Source: an optimization exercise on an open RTL-to-GDS flow (aim: small area, a short achievable clock period and few clock cycles per item). Production flows keep margins and buffers that such runs may drop.
Function was checked by simulation only, so behaviour that the tests miss may differ from the original.
Power and IR drop assume default switching activity.

==> run B: inputs <==
==> flow/design.v <==
  localparam int unsigned XLEN    = 32;
  localparam int unsigned SHAMT_W = 5;
  localparam int unsigned CNT_W   = 6;
  localparam logic [4:0] ALU_ADD  = 5'd0;
  localparam logic [4:0] ALU_SUB  = 5'd1;
  localparam logic [4:0] ALU_XOR  = 5'd2;
  localparam logic [4:0] ALU_OR   = 5'd3;
  localparam logic [4:0] ALU_AND  = 5'd4;
  localparam logic [4:0] ALU_XNOR = 5'd5;
  localparam logic [4:0] ALU_ORN  = 5'd6;
  localparam logic [4:0] ALU_ANDN = 5'd7;
  localparam logic [4:0] ALU_SRA  = 5'd8;
  localparam logic [4:0] ALU_SRL  = 5'd9;
  localparam logic [4:0] ALU_SLL  = 5'd10;
  localparam logic [4:0] ALU_LT   = 5'd11;
  localparam logic [4:0] ALU_LTU  = 5'd12;
  localparam logic [4:0] ALU_GE   = 5'd13;
  localparam logic [4:0] ALU_GEU  = 5'd14;
  localparam logic [4:0] ALU_EQ   = 5'd15;
  localparam logic [4:0] ALU_NE   = 5'd16;
  localparam logic [4:0] ALU_SLT  = 5'd17;
  localparam logic [4:0] ALU_SLTU = 5'd18;
  localparam logic [4:0] ALU_MIN  = 5'd19;
  localparam logic [4:0] ALU_MINU = 5'd20;
  localparam logic [4:0] ALU_MAX  = 5'd21;
  localparam logic [4:0] ALU_MAXU = 5'd22;
  localparam logic [4:0] ALU_CLZ  = 5'd23;
  localparam logic [4:0] ALU_CTZ  = 5'd24;
  localparam logic [4:0] ALU_PCNT = 5'd25;
`timescale 1ns/1ps
`default_nettype none
module alu_core
(
  input  logic [4:0]  op_i,
  input  logic [31:0] operand_a_i,
  input  logic [31:0] operand_b_i,
  output logic [31:0] result_o,
  output logic        cmp_result_o
);
  localparam int unsigned XLEN    = 32;
  localparam int unsigned SHAMT_W = 5;
  localparam int unsigned CNT_W   = 6;
  localparam logic [4:0] ALU_ADD  = 5'd0;
  localparam logic [4:0] ALU_SUB  = 5'd1;
  localparam logic [4:0] ALU_XOR  = 5'd2;
  localparam logic [4:0] ALU_OR   = 5'd3;
  localparam logic [4:0] ALU_AND  = 5'd4;
  localparam logic [4:0] ALU_XNOR = 5'd5;
  localparam logic [4:0] ALU_ORN  = 5'd6;
  localparam logic [4:0] ALU_ANDN = 5'd7;
  localparam logic [4:0] ALU_SRA  = 5'd8;
  localparam logic [4:0] ALU_SRL  = 5'd9;
  localparam logic [4:0] ALU_SLL  = 5'd10;
  localparam logic [4:0] ALU_LT   = 5'd11;
  localparam logic [4:0] ALU_LTU  = 5'd12;
  localparam logic [4:0] ALU_GE   = 5'd13;
  localparam logic [4:0] ALU_GEU  = 5'd14;
  localparam logic [4:0] ALU_EQ   = 5'd15;
  localparam logic [4:0] ALU_NE   = 5'd16;
  localparam logic [4:0] ALU_SLT  = 5'd17;
  localparam logic [4:0] ALU_SLTU = 5'd18;
  localparam logic [4:0] ALU_MIN  = 5'd19;
  localparam logic [4:0] ALU_MINU = 5'd20;
  localparam logic [4:0] ALU_MAX  = 5'd21;
  localparam logic [4:0] ALU_MAXU = 5'd22;
  localparam logic [4:0] ALU_CLZ  = 5'd23;
  localparam logic [4:0] ALU_CTZ  = 5'd24;
  localparam logic [4:0] ALU_PCNT = 5'd25;
  logic        op_sub;       
  logic        op_invb;      
  logic        op_rev;       
  logic [31:0] a, b, bx, p, g;
  logic [31:0] sum;
  logic [32:0] c;
  logic        ltu, lt, eq, cmp;
  assign a = operand_a_i;
  assign b = operand_b_i;
  always_comb begin
    op_sub = 1'b0;
    case (op_i)
      ALU_SUB, ALU_EQ, ALU_NE, ALU_LT, ALU_LTU, ALU_GE, ALU_GEU,
      ALU_SLT, ALU_SLTU, ALU_MIN, ALU_MAX, ALU_MINU, ALU_MAXU: op_sub = 1'b1;
      default: ;
    endcase
  end
  assign op_invb = op_sub | (op_i == ALU_XNOR) | (op_i == ALU_ORN) | (op_i == ALU_ANDN);
  assign op_rev  = (op_i == ALU_SLL) | (op_i == ALU_CLZ);
  assign bx = b ^ {32{op_invb}};
  assign p  = a ^ bx;
  assign g  = a & bx;
  logic [31:0] gg, pp;
  always_comb begin
    gg = g;
    pp = p;
    gg[0] = g[0] | (p[0] & op_sub);
    for (int l = 1; l <= 5; l++) begin
      for (int i = 0; i < 32; i++) begin
        if ((i + 1) % (1 << l) == 0) begin
          gg[i] = gg[i] | (pp[i] & gg[i - (1 << (l-1))]);
          pp[i] = pp[i] & pp[i - (1 << (l-1))];
        end
      end
    end
    for (int l = 4; l >= 1; l--) begin
      for (int i = 0; i < 32; i++) begin
        if ((i + 1) % (1 << l) == (1 << (l-1)) && i >= (1 << l)) begin
          gg[i] = gg[i] | (pp[i] & gg[i - (1 << (l-1))]);
        end
      end
    end
  end
  assign c   = {gg, op_sub};
  assign sum = p ^ c[31:0];
  assign ltu = ~c[32];
  assign lt  = (a[31] ^ b[31]) ? a[31] : ltu;
  assign eq  = &p;
  always_comb begin
    case (op_i)
      ALU_LT, ALU_SLT, ALU_MIN:    cmp = lt;
      ALU_LTU, ALU_SLTU, ALU_MINU: cmp = ltu;
      ALU_GE, ALU_MAX:             cmp = ~lt;
      ALU_GEU, ALU_MAXU:           cmp = ~ltu;
      ALU_EQ:                      cmp = eq;
      ALU_NE:                      cmp = ~eq;
      default:                     cmp = 1'b0;
    endcase
  end
  logic [31:0] a_rev, x, sh, sh_rev;
  logic [32:0] sh_ext;
  for (genvar k = 0; k < 32; k++) begin : gen_rev
    assign a_rev[k] = a[31-k];
  end
  assign x = op_rev ? a_rev : a;
  assign sh_ext = $signed({(op_i == ALU_SRA) & x[31], x}) >>> b[4:0];
  assign sh = sh_ext[31:0];
  for (genvar k = 0; k < 32; k++) begin : gen_rev_out
    assign sh_rev[k] = sh[31-k];
  end
  logic [15:0] v1;
  logic [15:0] z1;
  logic [7:0]  v2;
  logic [1:0]  z2 [8];
  logic [3:0]  v3;
  logic [2:0]  z3 [4];
  logic [1:0]  v4;
  logic [3:0]  z4 [2];
  logic        v5;
  logic [4:0]  z5;
  always_comb begin
    for (int i = 0; i < 16; i++) begin
      v1[i] = x[2*i] | x[2*i+1];
      z1[i] = ~x[2*i];
    end
    for (int i = 0; i < 8; i++) begin
      v2[i] = v1[2*i] | v1[2*i+1];
      z2[i] = v1[2*i] ? {1'b0, z1[2*i]} : {1'b1, z1[2*i+1]};
    end
    for (int i = 0; i < 4; i++) begin
      v3[i] = v2[2*i] | v2[2*i+1];
      z3[i] = v2[2*i] ? {1'b0, z2[2*i]} : {1'b1, z2[2*i+1]};
    end
    for (int i = 0; i < 2; i++) begin
      v4[i] = v3[2*i] | v3[2*i+1];
      z4[i] = v3[2*i] ? {1'b0, z3[2*i]} : {1'b1, z3[2*i+1]};
    end
    v5 = v4[0] | v4[1];
    z5 = v4[0] ? {1'b0, z4[0]} : {1'b1, z4[1]};
  end
  logic [5:0] pc;
  always_comb begin
    pc = '0;
    for (int i = 0; i < 32; i++) pc = pc + 6'(a[i]);
  end
  logic [5:0] cnt;
  assign cnt = (op_i == ALU_PCNT) ? pc : (v5 ? {1'b0, z5} : 6'd32);
  always_comb begin
    case (op_i)
      ALU_ADD, ALU_SUB:            result_o = sum;
      ALU_XOR, ALU_XNOR:           result_o = p;
      ALU_OR, ALU_ORN:             result_o = a | bx;
      ALU_AND, ALU_ANDN:           result_o = g;
      ALU_SRA, ALU_SRL:            result_o = sh;
      ALU_SLL:                     result_o = sh_rev;
      ALU_LT, ALU_LTU, ALU_GE, ALU_GEU,
      ALU_EQ, ALU_NE, ALU_SLT, ALU_SLTU: result_o = {31'b0, cmp};
      ALU_MIN, ALU_MINU,
      ALU_MAX, ALU_MAXU:           result_o = cmp ? a : b;
      ALU_CLZ, ALU_CTZ, ALU_PCNT:  result_o = {26'b0, cnt};
      default:                     result_o = '0;
    endcase
  end
  assign cmp_result_o = cmp;
endmodule
`default_nettype wire
`timescale 1ns/1ps
`default_nettype none
module alu_top
(
  input  logic        clk_i,
  input  logic        rst_n_i,
  input  logic        req_i,
  input  logic [4:0]  op_i,
  input  logic [31:0] operand_a_i,
  input  logic [31:0] operand_b_i,
  output logic        ack_o,
  output logic [31:0] result_o,
  output logic        cmp_result_o
);
  localparam int unsigned XLEN    = 32;
  localparam int unsigned SHAMT_W = 5;
  localparam int unsigned CNT_W   = 6;
  localparam logic [4:0] ALU_ADD  = 5'd0;
  localparam logic [4:0] ALU_SUB  = 5'd1;
  localparam logic [4:0] ALU_XOR  = 5'd2;
  localparam logic [4:0] ALU_OR   = 5'd3;
  localparam logic [4:0] ALU_AND  = 5'd4;
  localparam logic [4:0] ALU_XNOR = 5'd5;
  localparam logic [4:0] ALU_ORN  = 5'd6;
  localparam logic [4:0] ALU_ANDN = 5'd7;
  localparam logic [4:0] ALU_SRA  = 5'd8;
  localparam logic [4:0] ALU_SRL  = 5'd9;
  localparam logic [4:0] ALU_SLL  = 5'd10;
  localparam logic [4:0] ALU_LT   = 5'd11;
  localparam logic [4:0] ALU_LTU  = 5'd12;
  localparam logic [4:0] ALU_GE   = 5'd13;
  localparam logic [4:0] ALU_GEU  = 5'd14;
  localparam logic [4:0] ALU_EQ   = 5'd15;
  localparam logic [4:0] ALU_NE   = 5'd16;
  localparam logic [4:0] ALU_SLT  = 5'd17;
  localparam logic [4:0] ALU_SLTU = 5'd18;
  localparam logic [4:0] ALU_MIN  = 5'd19;
  localparam logic [4:0] ALU_MINU = 5'd20;
  localparam logic [4:0] ALU_MAX  = 5'd21;
  localparam logic [4:0] ALU_MAXU = 5'd22;
  localparam logic [4:0] ALU_CLZ  = 5'd23;
  localparam logic [4:0] ALU_CTZ  = 5'd24;
  localparam logic [4:0] ALU_PCNT = 5'd25;
  logic        ack_q;
  logic [31:0] result_q;
  logic        cmp_result_q;
  logic [31:0] core_result;
  logic        core_cmp_result;
  always_ff @(posedge clk_i) begin
    if (!rst_n_i) begin
      ack_q <= 1'b0;
    end else begin
      ack_q <= req_i;
    end
  end
  always_ff @(posedge clk_i) begin
    if (!ack_q) begin
      result_q     <= core_result;
      cmp_result_q <= core_cmp_result;
    end
  end
  alu_core u_core (
    .op_i         (op_i),
    .operand_a_i  (operand_a_i),
    .operand_b_i  (operand_b_i),
    .result_o     (core_result),
    .cmp_result_o (core_cmp_result)
  );
  assign ack_o        = ack_q;
  assign result_o     = result_q;
  assign cmp_result_o = cmp_result_q;
endmodule
`default_nettype wire
==> flow/run.sh <==
#!/bin/bash
# synth_recipe.tcl (not shown) runs the flow's synth.tcl, then flattens the netlist and writes it again
# the make line also repeats each setting of config.mk as NAME=value (left out here)
make -C /OpenROAD-flow-scripts/flow DESIGN_CONFIG=/design/flow/config.mk WORK_HOME=/design/flow/orfs CLKGATE_MAP_FILE= SYNTH_SCRIPT=/design/flow/synth_recipe.tcl finish
==> flow/config.mk <==
export PLATFORM = sky130hd
export DESIGN_NAME = alu_top
export DESIGN_NICKNAME = alu_top
export VERILOG_FILES = /design/flow/design.v
export SDC_FILE = /design/flow/constraint.sdc
export NUM_CORES = 4
export LEC_CHECK = 0
export ABC_AREA = 1
export CAP_MARGIN = 20
export CORE_MARGIN = 2
export CORE_UTILIZATION = 40
export SLEW_MARGIN = 20
==> flow/constraint.sdc <==
create_clock -name core_clock -period 22.0 [get_ports {clk_i}]
set_input_delay 4.4000 -clock core_clock [delete_from_list [all_inputs] [get_ports {clk_i}]]
set_output_delay 4.4000 -clock core_clock [all_outputs]
set_load 0.01 [all_outputs]
==> inputs of run E, as changes to run B <==
==> flow/design.v, changed modules only <==
module alu_core
(
  input  logic [4:0]  op_i,
  input  logic [31:0] operand_a_i,
  input  logic [31:0] operand_b_i,
  output logic [31:0] res_o,
  output logic        cmp_result_o,
  output logic [1:0]  shamt_o,
  output logic        fill_o,
  output logic        rev_o,
  output logic        cnt_o
);
  localparam int unsigned XLEN    = 32;
  localparam int unsigned SHAMT_W = 5;
  localparam int unsigned CNT_W   = 6;
  localparam logic [4:0] ALU_ADD  = 5'd0;
  localparam logic [4:0] ALU_SUB  = 5'd1;
  localparam logic [4:0] ALU_XOR  = 5'd2;
  localparam logic [4:0] ALU_OR   = 5'd3;
  localparam logic [4:0] ALU_AND  = 5'd4;
  localparam logic [4:0] ALU_XNOR = 5'd5;
  localparam logic [4:0] ALU_ORN  = 5'd6;
  localparam logic [4:0] ALU_ANDN = 5'd7;
  localparam logic [4:0] ALU_SRA  = 5'd8;
  localparam logic [4:0] ALU_SRL  = 5'd9;
  localparam logic [4:0] ALU_SLL  = 5'd10;
  localparam logic [4:0] ALU_LT   = 5'd11;
  localparam logic [4:0] ALU_LTU  = 5'd12;
  localparam logic [4:0] ALU_GE   = 5'd13;
  localparam logic [4:0] ALU_GEU  = 5'd14;
  localparam logic [4:0] ALU_EQ   = 5'd15;
  localparam logic [4:0] ALU_NE   = 5'd16;
  localparam logic [4:0] ALU_SLT  = 5'd17;
  localparam logic [4:0] ALU_SLTU = 5'd18;
  localparam logic [4:0] ALU_MIN  = 5'd19;
  localparam logic [4:0] ALU_MINU = 5'd20;
  localparam logic [4:0] ALU_MAX  = 5'd21;
  localparam logic [4:0] ALU_MAXU = 5'd22;
  localparam logic [4:0] ALU_CLZ  = 5'd23;
  localparam logic [4:0] ALU_CTZ  = 5'd24;
  localparam logic [4:0] ALU_PCNT = 5'd25;
  logic        op_sub;       
  logic        op_invb;      
  logic        op_rev;       
  logic        op_shift;
  logic [31:0] a, b, bx, p, g;
  logic [31:0] sum;
  logic [32:0] c;
  logic        ltu, lt, eq, cmp;
  assign a = operand_a_i;
  assign b = operand_b_i;
  logic o0, o1, o2, o3, o4;
  assign {o4, o3, o2, o1, o0} = op_i;
  assign op_sub   = o4 | o3 | o2 | o1 | o0;
  assign op_invb  = o4 | o3 | (o0 & ~o1) | (o2 & (o1 | o0));
  assign op_rev   = (op_i == ALU_SLL) | (op_i == ALU_CLZ);
  assign op_shift = (op_i == ALU_SLL) | (op_i == ALU_SRL) | (op_i == ALU_SRA);
  assign bx = b ^ {32{op_invb}};
  assign p  = a ^ bx;
  assign g  = a & bx;
  logic [31:0] gg, pp;
  always_comb begin
    gg = g;
    pp = p;
    gg[0] = g[0] | (p[0] & op_sub);
    for (int l = 1; l <= 5; l++) begin
      for (int i = 0; i < 32; i++) begin
        if ((i + 1) % (1 << l) == 0) begin
          gg[i] = gg[i] | (pp[i] & gg[i - (1 << (l-1))]);
          pp[i] = pp[i] & pp[i - (1 << (l-1))];
        end
      end
    end
    for (int l = 4; l >= 1; l--) begin
      for (int i = 0; i < 32; i++) begin
        if ((i + 1) % (1 << l) == (1 << (l-1)) && i >= (1 << l)) begin
          gg[i] = gg[i] | (pp[i] & gg[i - (1 << (l-1))]);
        end
      end
    end
  end
  assign c   = {gg, op_sub};
  assign sum = p ^ c[31:0];
  assign ltu = ~c[32];
  assign lt  = (a[31] ^ b[31]) ? a[31] : ltu;
  assign eq  = &p;
  logic is_cmp, is_eq, is_ne, flip, lt_sel;
  assign is_cmp = (op_i >= ALU_LT) & (op_i <= ALU_MAXU);
  assign is_eq  = (op_i == ALU_EQ);
  assign is_ne  = (op_i == ALU_NE);
  assign flip   = o2 & (o1 ^ o0) & (o3 ^ o4);
  assign lt_sel = o0 ? lt : ltu;
  assign cmp    = is_cmp & ((is_eq | is_ne) ? (eq ^ is_ne) : (lt_sel ^ flip));
  logic [31:0] a_rev, x, sh;
  logic [32:0] sh_ext;
  logic        fill;
  for (genvar k = 0; k < 32; k++) begin : gen_rev
    assign a_rev[k] = a[31-k];
  end
  assign x      = op_rev ? a_rev : a;
  assign fill   = (op_i == ALU_SRA) & a[31];
  assign sh_ext = $signed({fill, x}) >>> b[2:0];
  assign sh     = sh_ext[31:0];
  logic [15:0] v1;
  logic [15:0] z1;
  logic [7:0]  v2;
  logic [1:0]  z2 [8];
  logic [3:0]  v3;
  logic [2:0]  z3 [4];
  logic [1:0]  v4;
  logic [3:0]  z4 [2];
  logic        v5;
  logic [4:0]  z5;
  always_comb begin
    for (int i = 0; i < 16; i++) begin
      v1[i] = x[2*i] | x[2*i+1];
      z1[i] = ~x[2*i];
    end
    for (int i = 0; i < 8; i++) begin
      v2[i] = v1[2*i] | v1[2*i+1];
      z2[i] = v1[2*i] ? {1'b0, z1[2*i]} : {1'b1, z1[2*i+1]};
    end
    for (int i = 0; i < 4; i++) begin
      v3[i] = v2[2*i] | v2[2*i+1];
      z3[i] = v2[2*i] ? {1'b0, z2[2*i]} : {1'b1, z2[2*i+1]};
    end
    for (int i = 0; i < 2; i++) begin
      v4[i] = v3[2*i] | v3[2*i+1];
      z4[i] = v3[2*i] ? {1'b0, z3[2*i]} : {1'b1, z3[2*i+1]};
    end
    v5 = v4[0] | v4[1];
    z5 = v4[0] ? {1'b0, z4[0]} : {1'b1, z4[1]};
  end
  logic [3:0] pc [4];
  always_comb begin
    for (int k = 0; k < 4; k++) begin
      pc[k] = '0;
      for (int i = 0; i < 8; i++) pc[k] = pc[k] + 4'(a[8*k+i]);
    end
  end
  always_comb begin
    case (op_i)
      ALU_ADD, ALU_SUB:            res_o = sum;
      ALU_XOR, ALU_XNOR:           res_o = p;
      ALU_OR, ALU_ORN:             res_o = a | bx;
      ALU_AND, ALU_ANDN:           res_o = g;
      ALU_SRA, ALU_SRL, ALU_SLL:   res_o = sh;
      ALU_LT, ALU_LTU, ALU_GE, ALU_GEU,
      ALU_EQ, ALU_NE, ALU_SLT, ALU_SLTU: res_o = {31'b0, cmp};
      ALU_MIN, ALU_MINU,
      ALU_MAX, ALU_MAXU:           res_o = cmp ? a : b;
      ALU_CLZ, ALU_CTZ:            res_o = {26'b0, v5 ? {1'b0, z5} : 6'd32};
      ALU_PCNT:                    res_o = {14'b0, pc[3], pc[2], pc[1], 2'b0, pc[0]};
      default:                     res_o = '0;
    endcase
  end
  assign cmp_result_o = cmp;
  assign shamt_o      = op_shift ? b[4:3] : 2'b00;
  assign fill_o       = fill;
  assign rev_o        = (op_i == ALU_SLL);
  assign cnt_o        = (op_i == ALU_CLZ) | (op_i == ALU_CTZ) | (op_i == ALU_PCNT);
endmodule
module alu_top
(
  input  logic        clk_i,
  input  logic        rst_n_i,
  input  logic        req_i,
  input  logic [4:0]  op_i,
  input  logic [31:0] operand_a_i,
  input  logic [31:0] operand_b_i,
  output logic        ack_o,
  output logic [31:0] result_o,
  output logic        cmp_result_o
);
  localparam int unsigned XLEN    = 32;
  localparam int unsigned SHAMT_W = 5;
  localparam int unsigned CNT_W   = 6;
  localparam logic [4:0] ALU_ADD  = 5'd0;
  localparam logic [4:0] ALU_SUB  = 5'd1;
  localparam logic [4:0] ALU_XOR  = 5'd2;
  localparam logic [4:0] ALU_OR   = 5'd3;
  localparam logic [4:0] ALU_AND  = 5'd4;
  localparam logic [4:0] ALU_XNOR = 5'd5;
  localparam logic [4:0] ALU_ORN  = 5'd6;
  localparam logic [4:0] ALU_ANDN = 5'd7;
  localparam logic [4:0] ALU_SRA  = 5'd8;
  localparam logic [4:0] ALU_SRL  = 5'd9;
  localparam logic [4:0] ALU_SLL  = 5'd10;
  localparam logic [4:0] ALU_LT   = 5'd11;
  localparam logic [4:0] ALU_LTU  = 5'd12;
  localparam logic [4:0] ALU_GE   = 5'd13;
  localparam logic [4:0] ALU_GEU  = 5'd14;
  localparam logic [4:0] ALU_EQ   = 5'd15;
  localparam logic [4:0] ALU_NE   = 5'd16;
  localparam logic [4:0] ALU_SLT  = 5'd17;
  localparam logic [4:0] ALU_SLTU = 5'd18;
  localparam logic [4:0] ALU_MIN  = 5'd19;
  localparam logic [4:0] ALU_MINU = 5'd20;
  localparam logic [4:0] ALU_MAX  = 5'd21;
  localparam logic [4:0] ALU_MAXU = 5'd22;
  localparam logic [4:0] ALU_CLZ  = 5'd23;
  localparam logic [4:0] ALU_CTZ  = 5'd24;
  localparam logic [4:0] ALU_PCNT = 5'd25;
  logic        ack_q;
  logic [31:0] res_d, res_q;
  logic        cmp_d, cmp_q;
  logic [1:0]  shamt_d, shamt_q;    
  logic        fill_d, fill_q;      
  logic        rev_d, rev_q;        
  logic        cnt_d, cnt_q;        
  always_ff @(posedge clk_i) begin
    if (!rst_n_i) begin
      ack_q <= 1'b0;
    end else begin
      ack_q <= req_i;
    end
  end
  always_ff @(posedge clk_i) begin
    if (!ack_q) begin
      res_q   <= res_d;
      cmp_q   <= cmp_d;
      shamt_q <= shamt_d;
      fill_q  <= fill_d;
      rev_q   <= rev_d;
      cnt_q   <= cnt_d;
    end
  end
  alu_core u_core (
    .op_i         (op_i),
    .operand_a_i  (operand_a_i),
    .operand_b_i  (operand_b_i),
    .res_o        (res_d),
    .cmp_result_o (cmp_d),
    .shamt_o      (shamt_d),
    .fill_o       (fill_d),
    .rev_o        (rev_d),
    .cnt_o        (cnt_d)
  );
  logic [31:0] sh8, sh16, shr;
  logic [5:0]  cnt_sum;
  for (genvar k = 0; k < 32; k++) begin : gen_sh
    assign sh8[k]  = shamt_q[0] ? ((k + 8  < 32) ? res_q[(k + 8)  % 32] : fill_q) : res_q[k];
    assign sh16[k] = shamt_q[1] ? ((k + 16 < 32) ? sh8[(k + 16) % 32]   : fill_q) : sh8[k];
    assign shr[k]  = rev_q ? sh16[31-k] : sh16[k];
  end
  assign cnt_sum = res_q[5:0] + {2'b0, res_q[9:6]} + {2'b0, res_q[13:10]} + {2'b0, res_q[17:14]};
  assign ack_o        = ack_q;
  assign result_o     = cnt_q ? {26'b0, cnt_sum} : shr;
  assign cmp_result_o = cmp_q;
endmodule
==> flow/flow/run.sh (new file) <==
#!/bin/bash
# Layout: the standard flow (standard synthesis unchanged), except that the
# port buffers are the smallest buffer cell instead of the resizer's default
# pick (a delay buffer). Every input and output port still gets its buffer.
# ORFS's per-step logs stay under orfs/logs; make's own output goes to
# standard_flow.log in this folder.
set -euo pipefail
bash standard.sh 'BUFFER_PORTS_ARGS=-buffer_cell sky130_fd_sc_hd__buf_1' finish > standard_flow.log 2>&1
test -f out/final.def
==> flow/standard.sh (new file) <==
#!/bin/bash
# synth_recipe.tcl (not shown) runs the flow's synth.tcl, then flattens the netlist and writes it again
# the make line also repeats each setting of config.mk as NAME=value (left out here)
make -C /OpenROAD-flow-scripts/flow DESIGN_CONFIG=/design/flow/config.mk WORK_HOME=/design/flow/orfs CLKGATE_MAP_FILE= SYNTH_SCRIPT=/design/flow/synth_recipe.tcl "${@:-finish}"
CAP_MARGIN = 60   (was 20)
SLEW_MARGIN = 60   (was 20)
removed: flow/run.sh
==> notes <==
- Run B ran to the end with no violations. Run E completed with no timing, DRC or antenna violations.
- In run E the hold slack is worse than in run B, by 0.053 ns.
- Of run E and run B, run E has the higher non-clock buffer count (gap 5).
- Between run E and run B, the lower routed wire length is in run E (gap 17%, measured against run B).
- In run E the total power is smaller than in run B, by 23%.
- Of run B and run E, run E has the higher sequential cell count (gap 5).
- Between run E and run B, the lower first-iteration DRC count is in run E (gap about 20%, measured against run B).
- In run E the count of clock-buffer cells in the layout is higher than in run B, by 1.
- In run E the register-to-register slack is better than in run B, by 0.04 ns.
- Between run B and run E, the lower final cell count is in run B (gap 4.7%, measured against run E).
==> figures <==
Result of the run: run E complete, no violations; run B complete, no violations
Endpoint, Worst Hold: run E cmp_q; run B result_q[7]
Gpl congestion: run E 0.9577; run B 1.030
Global-route track usage on met1: run E 37.62%; run B 50.69%
R2R Setup Slk: run E 20.92 ns; run B 20.88 ns
Delay of the slowest cell on the worst path: run E 0.54 ns; run B 0.93 ns
Capture point of the worst path: run E res_q[5]; run B result_q[19]
Synth Net Count: run E 1709; run B 1638
Via count normalized by instance count: run E 5.555; run B 6.031
Finished Layout Cells: run E 1878; run B 1789
Initial Utilization: run E 40.76%; run B 40.45%
Minimum hold slack: run E 0.8127 ns; run B 0.8652 ns
Layout inverter count without the clock tree: run E 199; run B 188
Die span in y: run E 158.7 µm; run B 154.6 µm
Netlist cell types: run E 49; run B 51
Post-Route WL: run E 35450 µm; run B 42500 µm
Wire per inst: run E 18.88 µm; run B 23.76 µm
Worst path slowest cell: run E sky130_fd_sc_hd__nand2_4; run B sky130_fd_sc_hd__nand3_2
Synth-to-layout area growth: run E 7.793%; run B 14.57%
Testbench counts of run B, summed over its fixed seeds: cycles 9,600, items 4,800.
Testbench counts of run E, summed over its fixed seeds: cycles 9,600, items 4,800.

-- static timing again, ports no longer ideal --
The results above use ideal ports. As a check the final layouts listed here were re-extracted and re-timed, cells and wires unchanged.
Step 1, drivers: a clkbuf_16 drives clk_i and a buf_2 each remaining input, both assumed.
Step 2 moves the port delays by t, midway between the first and last clock arrival at a register: inputs arrive t later, outputs are due t later. That takes back most of the time a late clock gives input paths.
a / b / c = ideal ports / drivers / drivers and shift; a / b = the first two.
run	t (ns)	setup WS [ns]	hold WS [ns]	worst register clock-pin slew, ns
run B	0.314	10.950 / 10.961 / 10.647	0.865 / 0.865 / 0.865	0.06 / 0.06
run E	0.343	12.591 / 12.615 / 12.273	0.813 / 0.813 / 0.813	0.06 / 0.06
After both steps every run listed still meets setup and hold. For run E, which loses most, drivers alone change the setup slack by +0.024 ns; drivers and shift together by -0.318 ns.
